Source: an optimization exercise on an open RTL-to-GDS flow (aim: small area). Production flows keep margins and buffers that such runs may drop.
The RTL was checked by simulation tests, not by an equivalence proof against the original design.
No driver is modelled on the clock port, so clocking that relies on it looks cheaper here than on a real chip.
Power and IR drop assume default switching activity.

File: design/flow/design.v
`timescale 1ns/1ns
`default_nettype none
module radar_display_top (
	input logic clock,
	input logic arst_n,
	input logic signed [11:0] target_x,
	input logic signed [11:0] target_y,
	input logic target_load,
	output logic [23:0] pixel,
	output logic hsync,
	output logic vsync,
	output logic de
);
	function automatic logic [15:0] rca(input logic [15:0] a, input logic [15:0] b, input logic cin);
		logic c;
		c = cin;
		for (int i = 0; i < 16; i++) begin
			rca[i] = a[i] ^ b[i] ^ c;
			c = (a[i] & b[i]) | (c & (a[i] ^ b[i]));
		end
	endfunction
	function automatic logic ge(input logic [15:0] v, input logic [15:0] k);
		logic r;
		r = 1'b1;
		for (int i = 0; i < 16; i++)
			r = k[i] ? (v[i] & r) : (v[i] | r);
		ge = r;
	endfunction
	function automatic logic in_range(input logic [15:0] v, input logic [15:0] lo, input logic [15:0] hi);
		in_range = ge(v, lo) && ge(hi, v);
	endfunction
	logic [8:0] x;
	logic [7:0] w;
	logic first;
	logic [13:0] r_hi;
	wire x_end = (x == 9'd175);
	wire w_end = (w == 8'd168);
	wire at_origin = (x == 9'h160) && (w == 8'd177);
	always_ff @(posedge clock or negedge arst_n) begin
		if (!arst_n) begin
			x <= 9'd171;
			w <= 8'd168;
			first <= 1'b1;
		end else begin
			x <= x_end ? 9'h160 : 9'(rca(16'(x), 16'd0, 1'b1));
			if (x_end)
				w <= w_end ? 8'd177 : 8'(rca(16'(w), 16'd0, 1'b1));
			if (at_origin)
				first <= 1'b0;
		end
	end
	wire x_blank = !x[8] && ge(16'(x[7:0]), 16'd160);
	wire x_last = (x == 9'd159);
	wire w_neg = w[7] && (w[6] || w[5]);
	wire r0 = x[0] ^ w[0];
	logic [8:0] r_step;
	always_comb begin
		if (x_blank)
			r_step = '0;
		else if (x_last)
			r_step = {w_neg, w};
		else
			r_step = x;
	end
	wire r_cin = !x_blank && !x_last && r0;
	always_ff @(posedge clock) begin
		if (x_end && w_end)
			r_hi <= 14'd8720;  
		else
			r_hi <= 14'(rca(16'(r_hi), {{7{r_step[8]}}, r_step}, r_cin));
	end
	wire [14:0] r_sq = {r_hi, r0};
	wire s = x[8];
	wire [6:0] b = x[6:0] ^ {7{s}};
	wire [15:0] m15s = rca(16'(b[6:4]), 16'(b), s);
	wire [7:0] s15 = 8'(rca(16'(m15s[7:2]), 16'(w), s));
	wire [7:0] s45 = 8'(rca(16'(b), 16'(w), 1'b0));
	wire [15:0] m75 = rca({6'd0, b[5:0], 4'd0}, {10'd0, ~b[5:0]}, 1'b0);
	wire [9:0] g75 = 10'(rca(16'(m75[9:0]), {6'd0, w, 2'd0}, 1'b0));
	wire near75 = !b[6] && (s ? in_range(16'(g75), 16'd673, 16'd700) : in_range(16'(g75), 16'd691, 16'd718));
	wire line = in_range(16'(s15), 16'd159, 16'd161) ||
		(s ? in_range(16'(s45), 16'd158, 16'd160) : in_range(16'(s45), 16'd159, 16'd161)) ||
		near75;
	wire g_near = in_range(16'(w), 16'd32, 16'd184);
	wire g_5 = !in_range(16'(w), 16'd169, 16'd223);
	wire g_6 = in_range(16'(w), 16'd0, 16'd94) || in_range(16'(w), 16'd186, 16'd255);
	wire g_7 = !in_range(16'(w), 16'd25, 16'd184);
	wire ring = (g_near && (in_range(16'(r_sq), 16'd1216, 16'd1344) ||
			in_range(16'(r_sq), 16'd4224, 16'd4480) ||
			in_range(16'(r_sq), 16'd9344, 16'd9600) ||
			in_range(16'(r_sq), 16'd16512, 16'd16768))) ||
		(g_5 && in_range(16'(r_sq), 16'd25600, 16'd26112)) ||
		(g_6 && in_range(16'(r_sq), 16'd4096, 16'd4608)) ||
		(g_7 && in_range(16'(r_sq), 16'd17408, 16'd17920));
	wire x_in = s ? ge(16'(x[7:0]), 16'd125) : ge(16'd131, 16'(x[7:0]));
	wire y_in = ge(16'(w), 16'd181) || ge(16'd163, 16'(w));
	wire on_border = (s ? ge(16'd128, 16'(x[7:0])) : x[7]) ||
		in_range(16'(w), 16'd177, 16'd184) || in_range(16'(w), 16'd160, 16'd168);
	wire grid_on = x_in && y_in && (on_border || ring || line);
	wire tx_ok = (target_x[11:8] == {4{target_x[8]}});
	wire ty_ok = (target_y[11:8] == 4'h0) ? (target_y[7:2] != 6'h3f) :
		(target_y[11:8] == 4'hf) && (target_y[7:4] == 4'hf) && (target_y[3:2] != 2'b00);
	logic [8:0] pend_x;
	logic [7:0] pend_y;
	logic pend_ok;
	logic [8:0] act_x;
	logic [7:0] act_y;
	logic act_ok;
	wire swap = (x == 9'd171) && w_end;
	always_ff @(posedge clock) begin
		if (target_load) begin
			pend_x <= target_x[8:0];
			pend_y <= target_y[7:0];
		end
		if (swap) begin
			act_x <= pend_x;
			act_y <= pend_y;
		end
	end
	always_ff @(posedge clock or negedge arst_n) begin
		if (!arst_n) begin
			pend_ok <= 1'b0;
			act_ok <= 1'b0;
		end else begin
			if (target_load)
				pend_ok <= tx_ok && ty_ok;
			if (swap)
				act_ok <= pend_ok;
		end
	end
	wire [8:0] dx = 9'(rca(16'(x), 16'(~act_x), 1'b1));
	wire [7:0] sy = 8'(rca(16'(w), 16'(act_y), 1'b0));
	wire hit_x = (dx[8:3] == 6'd0 && dx[2:0] <= 3'd4) || (dx[8:2] == 7'h7f);
	wire hit_y = in_range(16'(sy), 16'd156, 16'd164);
	wire hit = act_ok && hit_x && hit_y;
	wire de_i = !first && (s || !ge(16'(x[7:0]), 16'd160)) && (ge(16'(w), 16'd177) || ge(16'd160, 16'(w)));
	assign de = de_i;
	assign hsync = !first && !s && in_range(16'(x[7:0]), 16'd164, 16'd171);
	assign vsync = (w == 8'd163) || (w == 8'd164);
	wire red = de_i && !hit && grid_on;
	wire green = de_i && hit;
	assign pixel = {{8{red}}, {8{green}}, 8'd0};
endmodule
`default_nettype wire
File: design/flow/flow/run.sh
#!/bin/bash
set -euo pipefail
HERE=$(pwd)
R=$HERE/orfs/results/$FLOW_PLATFORM/radar_display_top/base
LIB=$FLOW_HOME/platforms/sky130hd/lib/sky130_fd_sc_hd__tt_025C_1v80.lib
YOSYS=$FLOW_HOME/../tools/install/yosys/bin/yosys
bash standard.sh synth > synth.log 2>&1
mkdir -p reopt
cp $R/1_2_yosys.v reopt/standard.v
python3 flow/fapol.py reopt/standard.v reopt/fapol.v > reopt/fapol.log 2>&1
python3 flow/mkmap.py $LIB reopt/fapol.v reopt/comb_map.v > reopt/mkmap.log 2>&1
cat > reopt/reopt.ys <<EOY
read_liberty -lib $LIB
read_verilog reopt/fapol.v
hierarchy -top $FLOW_TOP
techmap -map reopt/comb_map.v
techmap
opt -fast -purge
extract_fa -fa
techmap -map $FLOW_HOME/platforms/sky130hd/cells_adders_hd.v
techmap
opt -fast -purge
abc -liberty $LIB $(cat flow/dontuse.txt) -D $(python3 -c "print(int(float('$FLOW_PERIOD_NS')*1000))")
opt_clean -purge
splitnets
opt_clean -purge
hilomap -singleton -hicell sky130_fd_sc_hd__conb_1 HI -locell sky130_fd_sc_hd__conb_1 LO
insbuf -buf sky130_fd_sc_hd__buf_4 A X
check -assert
stat -liberty $LIB
write_verilog -noattr -nohex -nodec reopt/reopt.v
EOY
$YOSYS -s reopt/reopt.ys > reopt/yosys.log 2>&1
cp reopt/reopt.v $R/1_2_yosys.v
bash standard.sh synth > synth_odb.log 2>&1
export BUFFER_PORTS_ARGS="-buffer_cell sky130_fd_sc_hd__buf_1"
export SKIP_REPAIR_TIE_FANOUT=1
export POST_CTS_TCL=$HERE/flow/post_cts.tcl
export CTS_ARGS="-sink_clustering_enable -repair_clock_nets -dont_use_dummy_load -buf_list sky130_fd_sc_hd__clkbuf_4"
bash standard.sh finish > layout.log 2>&1
File: design/flow/flow/dontuse.txt
-dont_use sky130_fd_sc_hd__lpflow_bleeder_1 -dont_use sky130_fd_sc_hd__lpflow_clkbufkapwr_1 -dont_use sky130_fd_sc_hd__lpflow_clkbufkapwr_16 -dont_use sky130_fd_sc_hd__lpflow_clkbufkapwr_2 -dont_use sky130_fd_sc_hd__lpflow_clkbufkapwr_4 -dont_use sky130_fd_sc_hd__lpflow_clkbufkapwr_8 -dont_use sky130_fd_sc_hd__lpflow_clkinvkapwr_1 -dont_use sky130_fd_sc_hd__lpflow_clkinvkapwr_16 -dont_use sky130_fd_sc_hd__lpflow_clkinvkapwr_2 -dont_use sky130_fd_sc_hd__lpflow_clkinvkapwr_4 -dont_use sky130_fd_sc_hd__lpflow_clkinvkapwr_8 -dont_use sky130_fd_sc_hd__lpflow_decapkapwr_12 -dont_use sky130_fd_sc_hd__lpflow_decapkapwr_3 -dont_use sky130_fd_sc_hd__lpflow_decapkapwr_4 -dont_use sky130_fd_sc_hd__lpflow_decapkapwr_6 -dont_use sky130_fd_sc_hd__lpflow_decapkapwr_8 -dont_use sky130_fd_sc_hd__lpflow_inputiso0n_1 -dont_use sky130_fd_sc_hd__lpflow_inputiso0p_1 -dont_use sky130_fd_sc_hd__lpflow_inputiso1n_1 -dont_use sky130_fd_sc_hd__lpflow_inputiso1p_1 -dont_use sky130_fd_sc_hd__lpflow_inputisolatch_1 -dont_use sky130_fd_sc_hd__lpflow_isobufsrc_1 -dont_use sky130_fd_sc_hd__lpflow_isobufsrc_16 -dont_use sky130_fd_sc_hd__lpflow_isobufsrc_2 -dont_use sky130_fd_sc_hd__lpflow_isobufsrc_4 -dont_use sky130_fd_sc_hd__lpflow_isobufsrc_8 -dont_use sky130_fd_sc_hd__lpflow_isobufsrckapwr_16 -dont_use sky130_fd_sc_hd__lpflow_lsbuf_lh_hl_isowell_tap_1 -dont_use sky130_fd_sc_hd__lpflow_lsbuf_lh_hl_isowell_tap_2 -dont_use sky130_fd_sc_hd__lpflow_lsbuf_lh_hl_isowell_tap_4 -dont_use sky130_fd_sc_hd__lpflow_lsbuf_lh_isowell_4 -dont_use sky130_fd_sc_hd__lpflow_lsbuf_lh_isowell_tap_1 -dont_use sky130_fd_sc_hd__lpflow_lsbuf_lh_isowell_tap_2 -dont_use sky130_fd_sc_hd__lpflow_lsbuf_lh_isowell_tap_4 -dont_use sky130_fd_sc_hd__probe_p_8 -dont_use sky130_fd_sc_hd__probec_p_8 
File: design/flow/flow/fapol.py
#!/usr/bin/env python3
"""Inverter clean-up around full adders in a mapped sky130hd netlist.

A full adder is self-dual: inverting all three inputs inverts both outputs.
Synthesis leaves inverters on the inputs and outputs of some full adders
where the opposite polarity needs none. This script collapses inverter
chains into (source, phase) signals, chooses for every fa cell whether to use
it inverted so that the number of distinct inverted signals is smallest,
and writes the netlist back with one inverter per inverted signal.

usage: fapol.py IN.v OUT.v
"""
import re
import sys
import collections

INV_RE = re.compile(r'sky130_fd_sc_hd__(?:clk)?inv_\d+$')
FA_RE = re.compile(r'sky130_fd_sc_hd__fa_\d+$')
OUT_PINS = {'X', 'Y', 'Q', 'Q_N', 'SUM', 'COUT', 'HI', 'LO'}
INV_CELL = 'sky130_fd_sc_hd__inv_1'


def parse(text):
    m = re.search(r'\bmodule\s+(\w+)\s*\((.*?)\);(.*)\bendmodule', text, re.S)
    name, portlist, body = m.group(1), m.group(2), m.group(3)
    stmts = [s.strip() for s in body.split(';')]
    decls, cells, assigns = [], [], []
    for s in stmts:
        if not s:
            continue
        if re.match(r'(input|output|inout|wire)\b', s):
            decls.append(s)
        elif s.startswith('assign'):
            a = re.match(r'assign\s+(.+?)\s*=\s*(.+)$', s, re.S)
            assigns.append((a.group(1).strip(), a.group(2).strip()))
        else:
            c = re.match(r'(\S+)\s+(\S+)\s*\((.*)\)$', s, re.S)
            if not c:
                raise SystemExit('cannot parse: ' + s[:80])
            pins = [(p, n.strip()) for p, n in re.findall(r'\.(\w+)\(([^()]*)\)', c.group(3))]
            cells.append([c.group(1), c.group(2), pins])
    return name, portlist, decls, cells, assigns


def main():
    text = open(sys.argv[1]).read()
    name, portlist, decls, cells, assigns = parse(text)
    outputs = set()
    for d in decls:
        if d.startswith('output'):
            for n in re.sub(r'^output\s+(\[[^\]]*\]\s*)?', '', d).split(','):
                outputs.add(n.strip())

    def base(net):
        return net.split('[')[0].strip()

    # driver of each net
    driver = {}
    for ci, (typ, inst, pins) in enumerate(cells):
        for p, n in pins:
            if p in OUT_PINS:
                driver[n] = (ci, p)
    fixed = set()
    for l, r in assigns:
        fixed.add(l)
        fixed.add(r)

    for n in list(driver):
        if base(n) in outputs:
            fixed.add(n)

    def is_fixed(n):
        return n in fixed or base(n) in outputs or n.startswith("1'")

    # signal of a net: (source net, phase) through inverter chains
    memo = {}

    def sig(n):
        if n in memo:
            return memo[n]
        d = driver.get(n)
        if d and INV_RE.match(cells[d[0]][0]):
            a = dict(cells[d[0]][2])['A']
            s, ph = sig(a)
            r = (s, ph ^ 1)
        else:
            r = (n, 0)
        memo[n] = r
        return r

    fa = [ci for ci, c in enumerate(cells) if FA_RE.match(c[0])]
    fa_set = set(fa)
    flip = {ci: 0 for ci in fa}
    # consumers: (cell index, pin) -> wanted signal given current flips.
    # a consumer pin of an fa wants sig(net) xor flip; fa outputs produce
    # source ^ flip; inverters are dropped and rebuilt.
    inv_cells = {ci for ci, c in enumerate(cells) if INV_RE.match(c[0])}
    # nets whose value is needed by fixed consumers (ports / assigns)
    consumers = []  # (ci or None, pin, net)
    for ci, (typ, inst, pins) in enumerate(cells):
        if ci in inv_cells:
            continue
        for p, n in pins:
            if p not in OUT_PINS:
                consumers.append((ci, p, n))
    for n in list(fixed):
        if n in driver or n in memo or True:
            consumers.append((None, 'port', n))

    def need(ci, n):
        s, ph = sig(n)
        if ci is not None and ci in fa_set:
            ph ^= flip[ci]
        d = driver.get(s)
        if d and d[0] in fa_set:
            ph ^= flip[d[0]]
        return s, ph

    def cost():
        inv = set()
        for ci, p, n in consumers:
            s, ph = need(ci, n)
            if ph:
                inv.add(s)
        return len(inv)

    # an fa driving a fixed net keeps its polarity
    locked = set()
    for ci in fa:
        for p, n in cells[ci][2]:
            if p in OUT_PINS and is_fixed(n):
                locked.add(ci)
    best = cost()
    before = best
    free = [ci for ci in fa if ci not in locked]
    improved = True
    while improved:
        improved = False
        for ci in free:
            flip[ci] ^= 1
            c = cost()
            if c < best:
                best = c
                improved = True
            else:
                flip[ci] ^= 1
        if improved:
            continue
        # pairs of fa cells
        for i, ci in enumerate(free):
            for cj in free[i + 1:]:
                flip[ci] ^= 1
                flip[cj] ^= 1
                c = cost()
                if c < best:
                    best = c
                    improved = True
                else:
                    flip[ci] ^= 1
                    flip[cj] ^= 1
    import random
    rng = random.Random(1)
    keep = dict(flip)
    for restart in range(40):
        for ci in free:
            flip[ci] = rng.randint(0, 1)
        cur = cost()
        improved = True
        while improved:
            improved = False
            for ci in free:
                flip[ci] ^= 1
                c = cost()
                if c < cur:
                    cur = c
                    improved = True
                else:
                    flip[ci] ^= 1
        if cur < best:
            best = cur
            keep = dict(flip)
    flip.update(keep)
    sys.stderr.write('fapol: inverted signals %d -> %d, inverter cells before %d, fa flipped %d\n'
                     % (before, best, len(inv_cells), sum(flip.values())))

    # rebuild: every consumer connects to source net or its single inverter
    inv_of = {}
    new_cells = []
    k = 0
    tag = 0
    while ('_fp%d_' % tag) in text:
        tag += 1
    tag = '_fp%d_' % tag

    def inv_net(s):
        nonlocal k
        if s not in inv_of:
            k += 1
            w = '%sn%d_' % (tag, k)
            inv_of[s] = w
            new_cells.append([INV_CELL, '%si%d_' % (tag, k), [('A', s), ('Y', w)]])
        return inv_of[s]

    # fa output nets keep their names; consumers see source ^ flip
    extra_decl = []
    for ci, (typ, inst, pins) in enumerate(cells):
        if ci in inv_cells:
            continue
        newpins = []
        for p, n in pins:
            if p in OUT_PINS:
                newpins.append((p, n))
                continue
            s, ph = need(ci, n)
            newpins.append((p, inv_net(s) if ph else s))
        cells[ci][2] = newpins
    # fixed nets (ports, assign operands) that inverters used to drive
    for n in sorted(fixed):
        if n.startswith("1'"):
            continue
        d = driver.get(n)
        if d and d[0] in inv_cells:
            s, ph = need(None, n)
            if ph:
                new_cells.append([INV_CELL, '%sp%d_' % (tag, len(new_cells)), [('A', s), ('Y', n)]])
            else:
                new_cells.append(['sky130_fd_sc_hd__buf_1', '%sb%d_' % (tag, len(new_cells)), [('A', s), ('X', n)]])
        elif d and d[0] in fa_set and flip[d[0]]:
            raise SystemExit('fapol: flipped fa drives a port directly')
    # a flipped fa whose output net is a port would need care; refuse above.
    out = ['module %s(%s);' % (name, portlist)]
    for d in decls:
        out.append('  %s ;' % d)
    for w in inv_of.values():
        out.append('  wire %s;' % w)
    for typ, inst, pins in [c for ci, c in enumerate(cells) if ci not in inv_cells] + new_cells:
        out.append('  %s %s (%s);' % (typ, inst, ', '.join('.%s(%s )' % (p, n) for p, n in pins)))
    for l, r in assigns:
        out.append('  assign %s = %s ;' % (l, r))
    out.append('endmodule')
    open(sys.argv[2], 'w').write('\n'.join(out) + '\n')


main()
File: design/flow/flow/mkmap.py
#!/usr/bin/env python3
"""Write a yosys techmap file that turns every combinational sky130hd cell
used in a netlist into its liberty function.

usage: mkmap.py LIB NETLIST OUT.v
"""
import re
import sys

lib = open(sys.argv[1]).read()
used = set(re.findall(r'^\s*(sky130_fd_sc_hd__\w+)\s', open(sys.argv[2]).read(), re.M))
pos = [(m.start(), m.group(1)) for m in re.finditer(r'\n\s*cell\s*\(\s*"?(\w+)"?\s*\)', lib)]
out = []
for i, (p, n) in enumerate(pos):
    if n not in used:
        continue
    body = lib[p:pos[i + 1][0] if i + 1 < len(pos) else len(lib)]
    if re.search(r'\b(ff|latch|statetable)\s*\(', body):
        continue
    pins = []
    for m in re.finditer(r'\n\s*pin\s*\(\s*"?(\w+)"?\s*\)\s*\{', body):
        pb = body[m.end():m.end() + 20000]
        d = re.search(r'direction\s*:\s*"?(\w+)"?', pb).group(1)
        f = re.search(r'\bfunction\s*:\s*"([^"]*)"', pb[:pb.find('\n    }') if '\n    }' in pb else 3000])
        pins.append((m.group(1), d, f.group(1) if (f and d == 'output') else None))
    outs = [q for q in pins if q[1] == 'output']
    if not outs or any(o[2] is None for o in outs) or n.endswith('conb_1'):
        continue
    ins = [q[0] for q in pins if q[1] == 'input']
    s = 'module %s(%s);\n' % (n, ', '.join(['input ' + x for x in ins] + ['output ' + o[0] for o in outs]))
    for o in outs:
        s += '  assign %s = %s;\n' % (o[0], o[2].replace('!', '~').replace('+', '|'))
    out.append(s + 'endmodule\n')
open(sys.argv[3], 'w').write('\n'.join(out))
File: design/flow/flow/post_cts.tcl
estimate_parasitics -placement
set changed 0
foreach inst [get_cells clkbuf_*] {
  set name [get_full_name $inst]
  set net [get_nets -of_objects [get_pins $name/X]]
  set worst 0
  foreach load [get_pins -of_objects $net -filter "direction==input"] {
    if { [string match "*clkbuf*" [get_property [get_cells -of_objects $load] ref_name]] } {
      continue
    }
    set s [get_property $load slew_max]
    if { $s > $worst } { set worst $s }
  }
  set ref [get_property $inst ref_name]
  puts "post_cts: $name $ref worst load slew $worst"
  if { $worst > 0.118 && $ref == "sky130_fd_sc_hd__clkbuf_4" } {
    replace_cell $name sky130_fd_sc_hd__clkbuf_8
    puts "post_cts: $name -> sky130_fd_sc_hd__clkbuf_8"
    incr changed
  }
}
if { $changed > 0 } {
  detailed_placement
  check_placement -verbose
  estimate_parasitics -placement
}
File: design/flow/standard.sh
#!/bin/bash
# synth_recipe.tcl (not shown) runs the flow's synth.tcl, then flattens the netlist and writes it again
# the make line also repeats each setting of config.mk as NAME=value (left out here)
make -C /OpenROAD-flow-scripts/flow DESIGN_CONFIG=/design/flow/config.mk WORK_HOME=/design/flow/orfs CLKGATE_MAP_FILE= SYNTH_SCRIPT=/design/flow/synth_recipe.tcl "${@:-finish}"
File: design/flow/config.mk
export PLATFORM = sky130hd
export DESIGN_NAME = radar_display_top
export DESIGN_NICKNAME = radar_display_top
export VERILOG_FILES = /design/flow/design.v
export SDC_FILE = /design/flow/constraint.sdc
export NUM_CORES = 4
export LEC_CHECK = 0
export CAP_MARGIN = 0
export CORE_MARGIN = 2
export CORE_UTILIZATION = 75
export CTS_BUF_LIST = sky130_fd_sc_hd__clkbuf_4
export GPL_ROUTABILITY_DRIVEN = 0
export PLACE_DENSITY = 0.85
export SLEW_MARGIN = 0
File: design/flow/constraint.sdc
create_clock -name core_clock -period 8.0 [get_ports {clock}]
set_input_delay 1.6000 -clock core_clock [delete_from_list [all_inputs] [get_ports {clock}]]
set_output_delay 1.6000 -clock core_clock [all_outputs]
set_load 0.01 [all_outputs]
==> results of run 1 <==
==> per-layer routing <==
| layer | up-vias | routed length [um] | GRT usage |
|---|---|---|---|
| met5 | - | 0 | 0 |
| met4 | 0 | 427 | 0.150 |
| met3 | 53 | 1100 | 0.0824 |
| met2 | 222 | 5130 | 0.543 |
| met1 | 1691 | 3860 | 0.438 |
| li1 | 1544 | - | - |
==> worst max-delay path by stage <==
stage                         from                  end  slack [ps]  cells past startpoint
detailed placement  x[3]$_DFF_PN1_  r_hi[13]$_SDFF_PP1_         180                     24
floorplan           x[0]$_DFF_PN1_  r_hi[13]$_SDFF_PP1_         520                     24
finish              x[8]$_DFF_PN0_            pixel[17]         390                     16
global placement    x[3]$_DFF_PN1_  r_hi[13]$_SDFF_PP1_         480                     24
global route        x[3]$_DFF_PN1_  r_hi[13]$_SDFF_PP1_         -40                     24
==> cells in the final DEF, fill, tap and decap left out, types with 18 or more instances in the layout <==
master,instances
a21oi_1,18
edfxtp_1,34
nor2_1,38
buf_1,45
o21ai_0,24
clkinv_1,28
nand2_1,22
fa_1,45
xnor2_1,25
==> power by group through the flow <==
stage                     sequential [uW]  clock, uW  combinational [uW]
after floorplan                       384          0                5.43
after global placement                384          0                11.2
after detailed placement              385          0                12.0
after global routing                  378        179                13.7
final                                 377        167                12.0
==> stage by stage <==
stage	hold slack (ps)	worst slack (ps)	area, sq um
after floorplan	400	517	4540
after global placement	402	475	4660
after detailed placement	405	177	4660
after global routing	410	-40.6	4790
final	404	385	4790
==> registers in the layout (all words and copies together), names as in the netlist <==
signal,cells
r_hi,14
act_x,9
act_ok,1
pend_y,8
act_y,8
x,9
first,1
w,8
pend_x,9
pend_ok,1
==> worst register-to-register path, cell delays in order, from the launching register on <==
cell      delay, ps
dfstp_2         600
nand2_2         120
nor2_2          140
and2_2          240
and3_2          270
nor2_1           70
and2_0          180
fa_1            430
clkinv_1         90
fa_1            170
clkinv_1         80
fa_1            410
fa_1            420
fa_1            460
fa_1            460
fa_1            430
fa_1            420
fa_1            420
fa_1            420
fa_1            420
fa_1            430
fa_1            410
xnor2_1         140
a21oi_1         130
o21ai_0          90
==> area by class of cell <==
type | count | area (sq um)
Tap cell | 75 | 93.8
Multi-Input combinational cell | 302 | 2460
Fill cell | 358 | 1090
Inverter | 28 | 105
Timing Repair Buffer | 55 | 244
Sequential cell | 68 | 1820
Clock buffer | 9 | 73.8
==> run notes, run 1 <==
* Outcome: finished clean
* PwrDens at 116 nW/um^2
* Largest net degree at the start of global routing at 21
* Finish-stage setup viols at 0
* Worst R2R Path Depth at 24
* Final Util at 0.814
* Crit path capture type: output pin
* WP buf/inv at 2
* Final hold violation count at 0
* Crit path cell chain: xnor2_1, fa_1, fa_1, fa_1, fa_1, clkinv_1, fa_1, fa_1, fa_1, nor4bb_1, a21oi_1, o2111ai_1, a21o_1, a2111oi_1, a21oi_1, buf_1
* IO buf count at 45
* Placed cell count at 522
* Total Wirelength at 10500 um
* VDD IR-drop max at 0.000109 V
* Gr usage total at 0.337
* TritonCTS clock tree: built
* Via count of the routed design at 3510
* Reg2reg start: x[3]$_DFF_PN1_
* Core area at 5890 sq um
* Drt wl/cell at 19.6 um
* Post-route ant nets at 0
* CP max-delay cell: xnor2_1
* Avg Cell Area, Syn at 10.8 sq um
* Arrival time at the worst endpoint at 6010 ps
* Synth Cell Area at 4540 sq um
* Global-route wire length before repair at 16300 um
* Crit path top cell by count: fa_1
* Die X at 81.8 um
* Syn nets at 494
* Slew headroom at 0.239
* Min-Delay Endpoint: act_y[1]$_DFFE_PP_
* Yosys warns at 1
* R2R Setup Slk at 410 ps
* Part of the power in the clock network at 0.300
* # rows at 28
* Syn-to-layout area delta at 5.54%
* Synthesized instance count at 422
* Worst Setup Start Kind: register
* Post-DP HPWL at 7630 um
* Clock Pin Slew Worst Setup and Hold Paths at 110 ps
* Fin. max-slew vios at 0
* Clock skew at 27.0 ps
* Pint at 436 uW
* Switching Share at 0.215
* Clock sink total at 68
* CP peak stage delay at 700 ps
* Drc violations at 0
* Finished Layout Cells at 537
* RR Endpoint: r_hi[13]$_SDFF_PP1_
* Peak Freq at 131 MHz
* # IOs at 54
* Max-Cap Viols at 0
* Combinational Power Share at 0.022
* Worst-Margin Slew at 1140 ps
* Sw power at 120 uW
* Hold Startpoint: pend_y[1]$_DFFE_PP_
* Hold crit path type: reg -> reg
* Die area at 6690 sq um
* Final worst path period share at 0.952
* DRT Pass-1 Iters at 6
* Seq pwr share at 0.679
* Final setup TNS at 0 ps
* Routed vias/inst at 6.54
* Worst Setup Path Type: reg -> out
* Worst endpoint required time at 6400 ps
* Antenna violations before repair at 0
* Ant. Diodes at 0
* Proportion of layout cells with a drive suffix above 1 at 0.0779
* GR Overflow Total at 0
* Die Y at 81.8 um
* DRT iter0 DRCs at 429
* Hold Crit Depth at 0
* Clock latency (worst-skew pair) at 420 ps
* Minimum clock period at 7610 ps
* Initial Util at 0.772
* Final Total Pwr at 556 uW
* Nets at 536
* Crit Path Max Fanout at 14
* Delay-heaviest family, CP: adder cells
* Vias in the first global route at 3419
* Static Leak at 0.00170 uW
==> run 2: changes to the inputs <==
--- a/design/flow/config.mk
+++ b/design/flow/config.mk
@@ -9,6 +9,5 @@
 export CORE_MARGIN = 2
 export CORE_UTILIZATION = 75
 export CTS_BUF_LIST = sky130_fd_sc_hd__clkbuf_4
-export GPL_ROUTABILITY_DRIVEN = 0
 export PLACE_DENSITY = 0.85
 export SLEW_MARGIN = 0
==> run 2 against run 1 <==
Compared with the run above: combinational power hardly changed; clock skew is 4.3 ps higher; global-route usage hardly changed; non-clock buffer count is 2 lower; sequential share of layout area is 0.20 points higher.
==> run notes, run 2 <==
* Final setup TNS at 0 ps (unchanged)
* Syn-to-layout area delta at 4.85%
* Largest Register: r_hi
* Post-route ant nets at 0 (unchanged)
* Avg Cell Area, Syn at 10.8 sq um (unchanged)
* GR Overflow Total at 0 (unchanged)
* VDD IR-drop max at 0.000111 V (+1.7%)
* Die X at 81.8 um (unchanged)
* Peak Freq at 131 MHz (-0.19%)
* Worst Setup Path Type: reg -> reg
* Nets at 534 (-0.37%)
* Hold crit path type: reg -> reg
* R2R Setup Slk at 370 ps (-40 ps)
* Sequential cell area at 1810 sq um (-0.14%)
* Max FFs per register at 14 (unchanged)
* Vias in the first global route at 3405 (-0.41%)
* Die area at 6690 sq um (unchanged)
* Syn nets at 494 (unchanged)
* TritonCTS clock tree: built
* Delay-heaviest family, CP: adder cells
* Area occupied by multi-input gates at 2450 sq um (-0.31%)
* PwrDens at 115 nW/um^2 (-1.2%)
* # IOs at 54 (unchanged)
* Finish-stage setup viols at 0 (unchanged)
* Drc violations at 0 (unchanged)
* Hold slack at 410 ps (+5.84 ps)
* Gr usage total at 0.337 (about the same)
* Via count of the routed design at 3427 (-2.4%)
* DRT iter0 DRCs at 318 (-26%)
* Fill cells at 388 (+8.4%)
* Outcome: finished clean
* Synthesized instance count at 422 (unchanged)
* Initial Util at 0.772 (unchanged)
* Post-DP HPWL at 7670 um (+0.48%)
* Antenna violations before repair at 0 (unchanged)
* Crit Path Max Fanout at 7 (-7)
* Largest net degree at the start of global routing at 21 (unchanged)
* Clock latency (worst-skew pair) at 420 ps (about the same)
* Routed vias/inst at 6.41 (-2.0%)
* Worst Setup Start Kind: register
* CP max-delay cell: dfstp_2
* Die Y at 81.8 um (unchanged)
* Area post-placement at 4690 sq um (+0.64%)
* # rows at 28 (unchanged)
* Final worst path period share at 0.954 (+0.00181)
* Yosys warns at 1 (unchanged)
* Clock Pin Slew Worst Setup and Hold Paths at 100 ps (about the same)
* Core area at 5890 sq um (unchanged)
* Clock sink total at 68 (unchanged)
* DRT Pass-1 Iters at 5 (-1)
* Worst endpoint required time at 8300 ps (+1900 ps)
* Fin. max-slew vios at 0 (unchanged)
* Crit path capture type: register
* Drt wl/cell at 18.9 um (-3.6%)
* Total Wirelength at 10100 um (-4.0%)
* Arrival time at the worst endpoint at 7930 ps (+1920 ps)
* Minimum clock period at 7630 ps (+14.5 ps)
* Most frequent cells in the layout: fa_1, buf_1, nor2_1
* Clock skew at 31.3 ps (+4.28 ps)
* Synth Cell Area at 4540 sq um (unchanged)
* CP peak stage delay at 630 ps (-70 ps)
* Slew headroom at 0.328 (+0.0892)
* Proportion of layout cells with a drive suffix above 1 at 0.0630 (-0.0149)
* Max-Cap Viols at 0 (unchanged)
* IO buf count at 45 (unchanged)
* Global-route wire length before repair at 16200 um (-0.93%)
* Crit path cell chain: nand2_1, nor2_1, and2_2, and3_2, nor2_1, and2_0, fa_1, clkinv_1, fa_1, clkinv_1, fa_1, fa_1, fa_1, fa_1, fa_1, fa_1, fa_1, fa_1, fa_1, fa_1, fa_1, xnor2_1, a21oi_1, o21ai_0
* Fin area at 4760 sq um (-0.65%)
* Ant. Diodes at 0 (unchanged)
* Final hold violation count at 0 (unchanged)
* Worst-Margin Slew at 1000 ps (-137 ps)
* Gpl congestion at 0.954
* Static Leak at 0.00169 uW (-0.66%)
* WP buf/inv at 2 (unchanged)
* Crit path top cell by count: fa_1
==> run 2: metrics by stage <==
stage | util | instances | total power (uW) | worst slack, ps
finish | 0.809 | 535 | 546 | 371
global route | 0.809 | 535 | 565 | -66.7
detailed placement | 0.797 | 526 | 397 | 243
global placement | 0.797 | 526 | 395 | 480
floorplan | - | 422 | 389 | 517
==> run 2: area by class of cell <==
class | count | area share
well taps | 75 | 0.0197
flip-flops and latches | 68 | 0.381
multi-input cells | 302 | 0.515
inverters | 28 | 0.0221
clock buffers | 9 | 0.0142
repair buffers | 53 | 0.0481
==> run 2: report_power, final <==
part	internal [uW]	switching, uW	leakage, uW
Combinational	3.66	8.46	0.000969
Sequential	375	2.00	0.000677
Clock	52.2	104	0.0000414
Total	431	115	0.00169
==> run 2: final timing paths <==
kind | start | endpoint | depth (start not counted)
max | x[3]$_DFF_PN1_ | r_hi[13]$_SDFF_PP1_ | 24
min | pend_y[5]$_DFFE_PP_ | act_y[5]$_DFFE_PP_ | 0
max reg2reg | x[3]$_DFF_PN1_ | r_hi[13]$_SDFF_PP1_ | 24
min reg2reg | pend_y[5]$_DFFE_PP_ | act_y[5]$_DFFE_PP_ | 0
max in group asynchronous | arst_n | first$_DFFE_PN1P_ | 2
min in group asynchronous | arst_n | act_ok$_DFFE_PN0P_ | 2
==> run 2: per-layer routing <==
layer | GRT usage | vias up | routed length, um
met5 | 0 | - | 0
met3 | 0.0769 | 65 | 915
met4 | 0.148 | 0 | 439
met1 | 0.448 | 1627 | 3920
met2 | 0.538 | 196 | 4820
li1 | - | 1539 | -
==> run 3: changes to the inputs <==
--- a/design/flow/flow/run.sh
+++ b/design/flow/flow/run.sh
@@ -33,6 +33,7 @@
 $YOSYS -s reopt/reopt.ys > reopt/yosys.log 2>&1
 cp reopt/reopt.v $R/1_2_yosys.v
 bash standard.sh synth > synth_odb.log 2>&1
+export DONT_USE_CELLS="sky130_fd_sc_hd__buf_4 sky130_fd_sc_hd__buf_6 sky130_fd_sc_hd__buf_8 sky130_fd_sc_hd__buf_12 sky130_fd_sc_hd__buf_16"
 export BUFFER_PORTS_ARGS="-buffer_cell sky130_fd_sc_hd__buf_1"
 export SKIP_REPAIR_TIE_FANOUT=1
 export POST_CTS_TCL=$HERE/flow/post_cts.tcl
==> run 3 against run 2 <==
Compared with the run above: still clean; first-iteration DRC count unchanged; via count unchanged; synthesized area stayed put; non-clock buffer count stayed put; synthesized cell count unchanged; clock-buffer cell count is the same; total power stayed put; clock power about the same; sequential share of layout area stayed put; core utilization did not move; hold slack did not move; register-to-register slack hardly changed.
==> run notes, run 3 <==
* Outcome: finished clean
* Final Total Pwr at 546 uW (unchanged)
* Minimum clock period at 7630 ps (unchanged)
* Global-route wire length before repair at 16200 um (unchanged)
* TritonCTS clock tree: built
* DRT iter0 DRCs at 318 (unchanged)
* Hold crit path type: reg -> reg
* Drt wl/cell at 18.9 um (unchanged)
* Area post-placement at 4690 sq um (unchanged)
* GR Overflow Total at 0 (unchanged)
* Syn-to-layout area delta at 4.85% (unchanged)
* Hold slack at 410 ps (unchanged)
* Gpl congestion at 0.954 (unchanged)
* Static Leak at 0.00169 uW (unchanged)
* Largest net degree at the start of global routing at 21 (unchanged)
* Initial Util at 0.772 (unchanged)
* Die Y at 81.8 um (unchanged)
* Antenna violations before repair at 0 (unchanged)
* Final setup TNS at 0 ps (unchanged)
* Ant. Diodes at 0 (unchanged)
* Worst R2R Path Depth at 24 (unchanged)
* Finish-stage setup viols at 0 (unchanged)
* Routed vias/inst at 6.41 (unchanged)
* Avg Cell Area, Syn at 10.8 sq um (unchanged)
* Syn nets at 494 (unchanged)
* CP peak stage delay at 630 ps (about the same)
* Finished Layout Cells at 535 (unchanged)
* Synthesized instance count at 422 (unchanged)
* Final worst path period share at 0.954 (unchanged)
* Largest Register: r_hi
* Nets at 534 (unchanged)
* Placed cell count at 526 (unchanged)
* Clock latency (worst-skew pair) at 420 ps (about the same)
* Crit Path Max Fanout at 7 (unchanged)
* IO buf count at 45 (unchanged)
* Fin. max-slew vios at 0 (unchanged)
* # rows at 28 (unchanged)
* Worst endpoint required time at 8300 ps (about the same)
* Most frequent cells in the layout: fa_1, buf_1, nor2_1
* Gr usage total at 0.337 (unchanged)
* Hold Crit Depth at 0 (unchanged)
* Synth Cell Area at 4540 sq um (unchanged)
* Post-route ant nets at 0 (unchanged)
* DRT Pass-1 Iters at 5 (unchanged)
* Via count of the routed design at 3427 (unchanged)
* Worst Setup Path Type: reg -> reg
* Proportion of layout cells with a drive suffix above 1 at 0.0630 (unchanged)
* Crit path top cell by count: fa_1
* Worst Setup Start Kind: register
* Clock Pin Slew Worst Setup and Hold Paths at 100 ps (about the same)
* Die area at 6690 sq um (unchanged)
* Clock skew at 31.3 ps (unchanged)
* PwrDens at 115 nW/um^2 (unchanged)
* Vias in the first global route at 3405 (unchanged)
* Drc violations at 0 (unchanged)
* CP max-delay cell: dfstp_2
* VDD IR-drop max at 0.000111 V (unchanged)
* Clock sink total at 68 (unchanged)
* Final hold violation count at 0 (unchanged)
* Peak Freq at 131 MHz (unchanged)
* Post-DP HPWL at 7670 um (unchanged)
* Core area at 5890 sq um (unchanged)
* Slew headroom at 0.328 (unchanged)
* Fin area at 4760 sq um (unchanged)
* Crit path cell chain: nand2_1, nor2_1, and2_2, and3_2, nor2_1, and2_0, fa_1, clkinv_1, fa_1, clkinv_1, fa_1, fa_1, fa_1, fa_1, fa_1, fa_1, fa_1, fa_1, fa_1, fa_1, fa_1, xnor2_1, a21oi_1, o21ai_0
* # IOs at 54 (unchanged)
* Yosys warns at 1 (unchanged)
* Worst-Margin Slew at 1000 ps (unchanged)
* Crit path capture type: register
* Max-Cap Viols at 0 (unchanged)
* Total Wirelength at 10100 um (unchanged)
* Max FFs per register at 14 (unchanged)
* Die X at 81.8 um (unchanged)
* Arrival time at the worst endpoint at 7930 ps (about the same)
## run 3: worst max-delay path, delay by kind of cell (launching register included)
| kind | cells | cell delay (ps) |
|---|---|---|
| AO/OA/AOI/OAI | 2 | 240 |
| flip-flops | 1 | 630 |
| AND/OR/NAND/NOR | 6 | 1120 |
| XOR/XNOR | 1 | 140 |
| buffers and inverters | 2 | 160 |
| adder cells (fa/ha/maj) | 13 | 5210 |
## run 3: path summary, 6_finish.rpt
path / from / endpoint / slack, ps
setup / recovery: x[3]$_DFF_PN1_ / r_hi[13]$_SDFF_PP1_ / 370
setup reg to reg: x[3]$_DFF_PN1_ / r_hi[13]$_SDFF_PP1_ / 370
max in group asynchronous: arst_n / first$_DFFE_PN1P_ / 6560
hold / removal: pend_y[5]$_DFFE_PP_ / act_y[5]$_DFFE_PP_ / 410
hold reg to reg: pend_y[5]$_DFFE_PP_ / act_y[5]$_DFFE_PP_ / 410
min in group asynchronous: arst_n / act_ok$_DFFE_PN0P_ / 1130
## run 3: stage by stage
stage | setup slack (ps) | util
2_1_floorplan | 517 | -
3_3_place_gp | 480 | 0.797
3_5_place_dp | 243 | 0.797
5_1_grt | -66.7 | 0.809
6_report | 371 | 0.809
## run 3: final cells by class
class	instances	area (sq um)
Timing Repair Buffer	53	229
Fill cell	388	1120
Multi-Input combinational cell	302	2450
Sequential cell	68	1810
Inverter	28	105
Clock buffer	9	67.6
Tap cell	75	93.8
## run 3: report_power, final
group / switching, uW / total, uW / internal (uW)
logic: 8.46 / 12.1 / 3.66
clock network: 104 / 156 / 52.2
registers: 2.00 / 377 / 375
## run 3: layer usage
layer	vias to the layer above	wire [um]	track usage
met5	-	0	0
met4	0	439	0.148
met3	65	915	0.0769
met2	196	4820	0.538
met1	1627	3920	0.448
li1	1539	-	-
==> run 4: changes to the inputs <==
--- a/design/flow/design.v
+++ b/design/flow/design.v
@@ -74,12 +74,12 @@
 	wire [6:0] b = x[6:0] ^ {7{s}};
 	wire [15:0] m15s = rca(16'(b[6:4]), 16'(b), s);
 	wire [7:0] s15 = 8'(rca(16'(m15s[7:2]), 16'(w), s));
-	wire [7:0] s45 = 8'(rca(16'(b), 16'(w), 1'b0));
+	wire [7:0] s45 = 8'(rca(16'(b), 16'(w), s));
 	wire [15:0] m75 = rca({6'd0, b[5:0], 4'd0}, {10'd0, ~b[5:0]}, 1'b0);
 	wire [9:0] g75 = 10'(rca(16'(m75[9:0]), {6'd0, w, 2'd0}, 1'b0));
 	wire near75 = !b[6] && (s ? in_range(16'(g75), 16'd673, 16'd700) : in_range(16'(g75), 16'd691, 16'd718));
 	wire line = in_range(16'(s15), 16'd159, 16'd161) ||
-		(s ? in_range(16'(s45), 16'd158, 16'd160) : in_range(16'(s45), 16'd159, 16'd161)) ||
+		in_range(16'(s45), 16'd159, 16'd161) ||
 		near75;
 	wire g_near = in_range(16'(w), 16'd32, 16'd184);
 	wire g_5 = !in_range(16'(w), 16'd169, 16'd223);
--- a/design/flow/flow/run.sh
+++ b/design/flow/flow/run.sh
@@ -33,9 +33,8 @@
 $YOSYS -s reopt/reopt.ys > reopt/yosys.log 2>&1
 cp reopt/reopt.v $R/1_2_yosys.v
 bash standard.sh synth > synth_odb.log 2>&1
-export DONT_USE_CELLS="sky130_fd_sc_hd__buf_4 sky130_fd_sc_hd__buf_6 sky130_fd_sc_hd__buf_8 sky130_fd_sc_hd__buf_12 sky130_fd_sc_hd__buf_16"
 export BUFFER_PORTS_ARGS="-buffer_cell sky130_fd_sc_hd__buf_1"
 export SKIP_REPAIR_TIE_FANOUT=1
 export POST_CTS_TCL=$HERE/flow/post_cts.tcl
-export CTS_ARGS="-sink_clustering_enable -repair_clock_nets -dont_use_dummy_load -buf_list sky130_fd_sc_hd__clkbuf_4"
+export CTS_ARGS="-sink_clustering_enable -repair_clock_nets -dont_use_dummy_load -sink_clustering_size 70 -sink_clustering_max_diameter 300 -sink_clustering_levels 1 -buf_list sky130_fd_sc_hd__clkbuf_8"
 bash standard.sh finish > layout.log 2>&1
==> run 4 against run 3 <==
Compared with the run above: largest cell class unchanged; first-iteration DRC count increased by 40%; critical path depth shrank 1; fmax decreased by 0.45%; design area rose by 2.2%; global-route usage rose by 1.7 points; critical path type unchanged; non-clock buffer count is the same.
==> run notes, run 4 <==
* Worst Setup Start Kind: register
* GR Overflow Total at 0 (unchanged)
* Post-DP HPWL at 7950 um (+3.7%)
* Hold Startpoint: pend_y[1]$_DFFE_PP_
* Total Wirelength at 10600 um (+4.8%)
* M2 GR Usage at 0.585 (+0.0472)
* Worst-Margin Slew at 1180 ps (+175 ps)
* Syn nets at 497 (+0.61%)
* Global-route wire length before repair at 17200 um (+6.1%)
* Peak Freq at 130 MHz (-0.45%)
* PwrDens at 123 nW/um^2 (+7.0%)
* VDD IR-drop max at 0.000162 V (+46%)
* Crit path capture type: register
* Proportion of layout cells with a drive suffix above 1 at 0.0648 (+0.00175)
* Die area at 6740 sq um (+0.73%)
* Clock latency (worst-skew pair) at 350 ps (-70 ps)
* Die Y at 82.1 um (+0.37%)
* Final hold violation count at 0 (unchanged)
* Die X at 82.1 um (+0.37%)
* Clock skew at 28.1 ps (-3.14 ps)
* Gr usage total at 0.355 (+0.0171)
* DRT Pass-1 Iters at 7 (+2)
* Max-Cap Viols at 0 (unchanged)
* Pre-CTS setup slack at 121 ps (-122 ps)
* Finished Layout Cells at 538 (+0.56%)
* Crit Path Max Fanout at 11 (+4)
* Clock Pin Slew Worst Setup and Hold Paths at 80 ps (-20 ps)
* Met1 GRT Util at 0.452 (+0.00451)
* Outcome: finished clean
* Most frequent cells in the layout: fa_1, buf_1, nor2_1
* Crit path top cell by count: fa_1
* IO buf count at 45 (unchanged)
* Routed vias/inst at 6.51 (+1.7%)
* Drt wl/cell at 19.7 um (+4.2%)
* Largest Register: r_hi
* Avg Cell Area, Syn at 10.8 sq um (about the same)
* Clock sink total at 68 (unchanged)
* Static Leak at 0.00180 uW (+6.4%)
* Nets at 537 (+0.56%)
* DRT iter0 DRCs at 446 (+40%)
* Crit path cell chain: nand2_1, nor2_2, and2_2, nand4_1, nor2_1, nor3_1, fa_1, clkinv_1, fa_1, clkinv_1, fa_1, fa_1, fa_1, fa_1, fa_1, fa_1, fa_1, fa_1, fa_1, fa_1, fa_1, xnor2_1, o211ai_1
* Post-route ant nets at 0 (unchanged)
* Reg2reg start: x[0]$_DFF_PN1_
* Vias in the first global route at 3467 (+1.8%)
* Met3 Track Usage GR at 0.0804 (+0.00351)
* Gpl congestion at 0.954 (unchanged)
* Arrival time at the worst endpoint at 7850 ps (-80 ps)
* Final worst path period share at 0.958 (+0.00435)
* Yosys warns at 1 (unchanged)
* Largest net degree at the start of global routing at 21 (unchanged)
* Initial Util at 0.773 (+0.00135)
* Finish-stage setup viols at 0 (unchanged)
* Final Util at 0.822 (+0.0130)
* Worst endpoint required time at 8190 ps (-110 ps)
* Syn-to-layout area delta at 6.34%
* Core area at 5920 sq um (+0.60%)
* Hold slack at 425 ps (+15.0 ps)
* Final setup margin at 336 ps (-34.8 ps)
* CP peak stage delay at 660 ps (+30 ps)
* Hold crit path type: reg -> reg
* # IOs at 54 (unchanged)
* Worst R2R Path Depth at 23 (-4.2%)
* # rows at 28 (unchanged)
* Hold Crit Depth at 0 (unchanged)
* Antenna violations before repair at 0 (unchanged)
* Slew headroom at 0.214 (-0.114)
* Final setup TNS at 0 ps (unchanged)
* Fin. max-slew vios at 0 (unchanged)
* Synthesized instance count at 425 (+0.71%)
* TritonCTS clock tree: built
* Via count of the routed design at 3504 (+2.2%)
* Ant. Diodes at 0 (unchanged)
* Minimum clock period at 7660 ps (+34.8 ps)
* Worst Setup Path Type: reg -> reg
* CP max-delay cell: dfstp_2
* Synth Cell Area at 4580 sq um (+0.77%)
* Gr busiest metal: met2
* Max FFs per register at 14 (unchanged)
* Placed cell count at 527 (+0.19%)
* Drc violations at 0 (unchanged)
* RR Endpoint: r_hi[13]$_SDFF_PP1_
* R2R Setup Slk at 340 ps (-30 ps)
* Min-Delay Endpoint: act_y[1]$_DFFE_PP_
run 4: worst max-delay path: cells and delay by family (launching register included):
| kind | cells | cell delay, ps |
|---|---|---|
| flops | 1 | 660 |
| buf+inv | 2 | 160 |
| simple gates | 6 | 1040 |
| compound gates | 1 | 100 |
| fa+ha+maj | 13 | 5350 |
| xor+xnor | 1 | 210 |
run 4: routing by layer:
metal  wire length (um)  vias up
met5                  0        -
met4                399        0
met3                893       46
met2               5240      214
met1               4040     1703
li1                   -     1541
run 4: power breakdown:
group          switching, uW  internal, uW  total (uW)
combinational           8.65          3.32        12.0
sequential              1.90           376         378
clock                    107          99.9         207
run 4: cell type report:
cell class                 instances  area, sq um
fill                             351         1050
inverter                          28          105
clock buffer                       9          124
sequential                        68         1810
multi-input combinational        305         2500
tap                               75         93.8
timing repair buffer              53          229
run 4: worst max-delay path by stage:
stage                    from                  end  cells past startpoint
2_1_floorplan  x[1]$_DFF_PN1_  r_hi[13]$_SDFF_PP1_                     24
3_3_place_gp   x[1]$_DFF_PN1_  r_hi[13]$_SDFF_PP1_                     23
3_5_place_dp   x[1]$_DFF_PN1_  r_hi[13]$_SDFF_PP1_                     23
5_1_grt        x[0]$_DFF_PN1_  r_hi[13]$_SDFF_PP1_                     23
6_report       x[0]$_DFF_PN1_  r_hi[13]$_SDFF_PP1_                     23
run 4: metrics by stage:
stage / power [uW] / cell area (sq um)
6_report: 597 / 4870
3_5_place_dp: 397 / 4710
3_3_place_gp: 395 / 4710
2_1_floorplan: 389 / 4580
5_1_grt: 616 / 4870

-- separate check: timing with driven ports --
The results above use ideal ports. As a check the final layouts listed here were re-extracted and re-timed, cells and wires unchanged.
Step 1 sets driving cells, clkbuf_16 on the clock port and buf_2 on the other inputs (assumed; they add their load-dependent delay and slew).
Step 2 times the ports against the registers' clock, not the clock port: input delays grow and output delays shrink by t, the midpoint of the rising clock arrivals with the driver on.
Slacks: ideal / step 1 / step 2; pairs: ideal / step 1.
run | t, ns | setup WS [ns] | hold WS [ns]
run 1 | 0.434 | 0.385 / 0.359 / 0.406 | 0.404 / 0.404 / 0.404
run 2 | 0.436 | 0.371 / 0.371 / 0.371 | 0.410 / 0.410 / 0.410
run 3 | 0.436 | 0.371 / 0.371 / 0.371 | 0.410 / 0.410 / 0.410
run 4 | 0.368 | 0.336 / 0.336 / 0.336 | 0.425 / 0.425 / 0.425
After both steps setup and hold are still met in every run listed.
